Background: an optimization exercise with open tools, aiming at small area. Do not read the settings as production practice. The RTL was checked by simulation tests, not by an equivalence proof against the original design.

the reference run:
## platform_game
module platform_game (
    input  logic        clk,
    input  logic        rst,
    input  logic        tick,
    input  logic [20:0] joy,
    input  logic [9:0]  key,
    input  logic        key_valid,
    output logic [20:0] p0,
    output logic [20:0] p1,
    output logic [2:0]  gates,
    output logic        spike_on,
    output logic [1:0]  scene
);
Size: ~83 I/O pins, roughly 0.0042 mm² of cells after synthesis.
export LEC_CHECK = 0
export CAP_MARGIN = 20
export CORE_MARGIN = 2
export CORE_UTILIZATION = 40
export SLEW_MARGIN = 20
create_clock -name core_clock -period 7.0 [get_ports {clk}]
standard.sh (not shown) runs the stock make flow with config.mk's settings and CLKGATE_MAP_FILE= SYNTH_SCRIPT=/design/flow/synth_recipe.tcl, a recipe that flattens the netlist after the stock synthesis.
==> flow/flow/run.sh <==
#!/bin/bash
# Standard ORFS layout (the standard.sh) with these changes:
#  - the port buffers are the smallest buffer (buf_1) instead of the cell
#    buffer_ports picks by itself; every port still gets its buffer
#  - CTS adds no dummy loads and uses a small root buffer
#  - before repair_design, combinational cells start from their smallest
#    drive strength (flow/downsize.tcl)
# standard.sh's output goes to standard.log here; ORFS keeps each step's
# log under orfs/logs.
set -euo pipefail
here=$(pwd)
export BUFFER_PORTS_ARGS="-buffer_cell sky130_fd_sc_hd__buf_1"
export CTS_ARGS="-sink_clustering_enable -repair_clock_nets -dont_use_dummy_load -root_buf sky130_fd_sc_hd__clkbuf_2 -buf_list sky130_fd_sc_hd__clkbuf_8"
export PRE_RESIZE_TCL="$here/flow/downsize.tcl"
bash standard.sh > standard.log 2>&1
==> flow/flow/downsize.tcl <==
# Before repair_design: give every combinational cell the smallest-area
# variant of its own function (same cell family, other drive strength).
# repair_design and the later timing repairs size up again where needed.
set n 0
set saved 0.0
foreach inst [get_cells *] {
  set lc [get_lib_cells -of_objects $inst]
  set name [get_property $lc name]
  if { ![regexp {^(sky130_fd_sc_hd__[a-z0-9]+)_([0-9]+)$} $name -> base drive] } { continue }
  # keep registers, clock cells, buffers and ties as they are
  if { [regexp {__(df|edf|sdf|dl|clk|buf|conb|tap|fill|decap|diode)} $base] } { continue }
  set best $name
  set best_area [get_property $lc area]
  foreach cand [get_lib_cells ${base}_*] {
    set cn [get_property $cand name]
    if { ![regexp "^${base}_\[0-9\]+\$" $cn] } { continue }
    if { [get_property $cand dont_use] } { continue }
    set a [get_property $cand area]
    if { $a < $best_area } { set best $cn; set best_area $a }
  }
  if { $best ne $name } {
    set saved [expr { $saved + [get_property $lc area] - $best_area }]
    replace_cell $inst $best
    incr n
  }
}
puts "downsize: resized $n cells, [format %.1f $saved] um2 less"
The reference run did not finish; a tool error ended it in placement repair (3_4_place_resized).
[inputs] the trial run vs the reference run
==> flow/flow/run.sh <==
#!/bin/bash
# Standard ORFS layout (the standard.sh) with these changes:
#  - after floorplanning, the combinational logic is re-mapped for area by
#    OpenROAD's restructure (flow/restructure.tcl); registers are untouched
#  - the port buffers are the smallest buffer (buf_1) instead of the cell
#    buffer_ports picks by itself; every port still gets its buffer
#  - CTS adds no dummy loads
#  - before repair_design, combinational cells start from their smallest
#    drive strength (flow/downsize.tcl)
# standard.sh's output goes to standard.log here; ORFS keeps each step's
# log under orfs/logs.
set -euo pipefail
here=$(pwd)
export POST_FLOORPLAN_TCL="$here/flow/restructure.tcl"
export BUFFER_PORTS_ARGS="-buffer_cell sky130_fd_sc_hd__buf_1"
export CTS_ARGS="-sink_clustering_enable -repair_clock_nets -dont_use_dummy_load"
export PRE_RESIZE_TCL="$here/flow/downsize.tcl"
bash standard.sh > standard.log 2>&1
--- a/flow/flow/downsize.tcl
+++ b/flow/flow/downsize.tcl
@@ -6,3 +6,4 @@
 foreach inst [get_cells *] {
-  set lc [get_lib_cells -of_objects $inst]
+  set lc [get_lib_cells -quiet -of_objects $inst]
+  if { [llength $lc] != 1 || $lc eq "NULL" } { continue }
   set name [get_property $lc name]
==> flow/flow/restructure.tcl (new file) <==
# After floorplanning: re-map the combinational logic for area with
# OpenROAD's restructure (ABC).  Registers are not touched.
set lib [lindex $::env(LIB_FILES) 0]
set tielo "[lindex $::env(TIELO_CELL_AND_PORT) 0]/[lindex $::env(TIELO_CELL_AND_PORT) 1]"
set tiehi "[lindex $::env(TIEHI_CELL_AND_PORT) 0]/[lindex $::env(TIEHI_CELL_AND_PORT) 1]"
set wd $::env(OBJECTS_DIR)/rmp
file mkdir $wd
report_design_area
restructure -target area -liberty_file $lib -tielo_port $tielo -tiehi_port $tiehi \
  -work_dir $wd -abc_logfile $wd/abc.log
report_design_area
==> run summary <==
Reported for the reference run and the trial run, adder-cell share of the synthesized area turned out identical to the last digit.
The trial run completed; timing, DRC and antenna clean
The trial run against the reference run: top-level port count held; number of synthesized flops with an enable pin held; fraction of synthesized area in multiplexers held; post-synthesis sequential area ratio held; horizontal die dimension held.

[port drivers added, routing unchanged]
The flow's constraints put no driver on any port. The routed layout listed below was extracted and timed again, unchanged, in two steps. Step 1 sets driving cells, clkbuf_16 on the clock port and buf_2 on the other inputs (assumed; they add their load-dependent delay and slew). Step 2 moves the port delays by t, midway between the first and last clock arrival at a register: inputs arrive t later, outputs are due t later. That takes back most of the time a late clock gives input paths. a / b / c = no drivers / after step 1 / after step 2; a / b = the first two.
run: the trial run
t (ns): 0.332
slack for setup (ns): 2.308 / 2.308 / 2.308
worst register clock-pin slew, ns: 0.10 / 0.10
worst data-port slew with drivers (ns): 0.04
pins driven straight from the clock port: 1
After both steps setup and hold are still met in the trial run. The setup slack of the trial run moves by 0.000 ns with the drivers and by 0.000 ns with both steps.
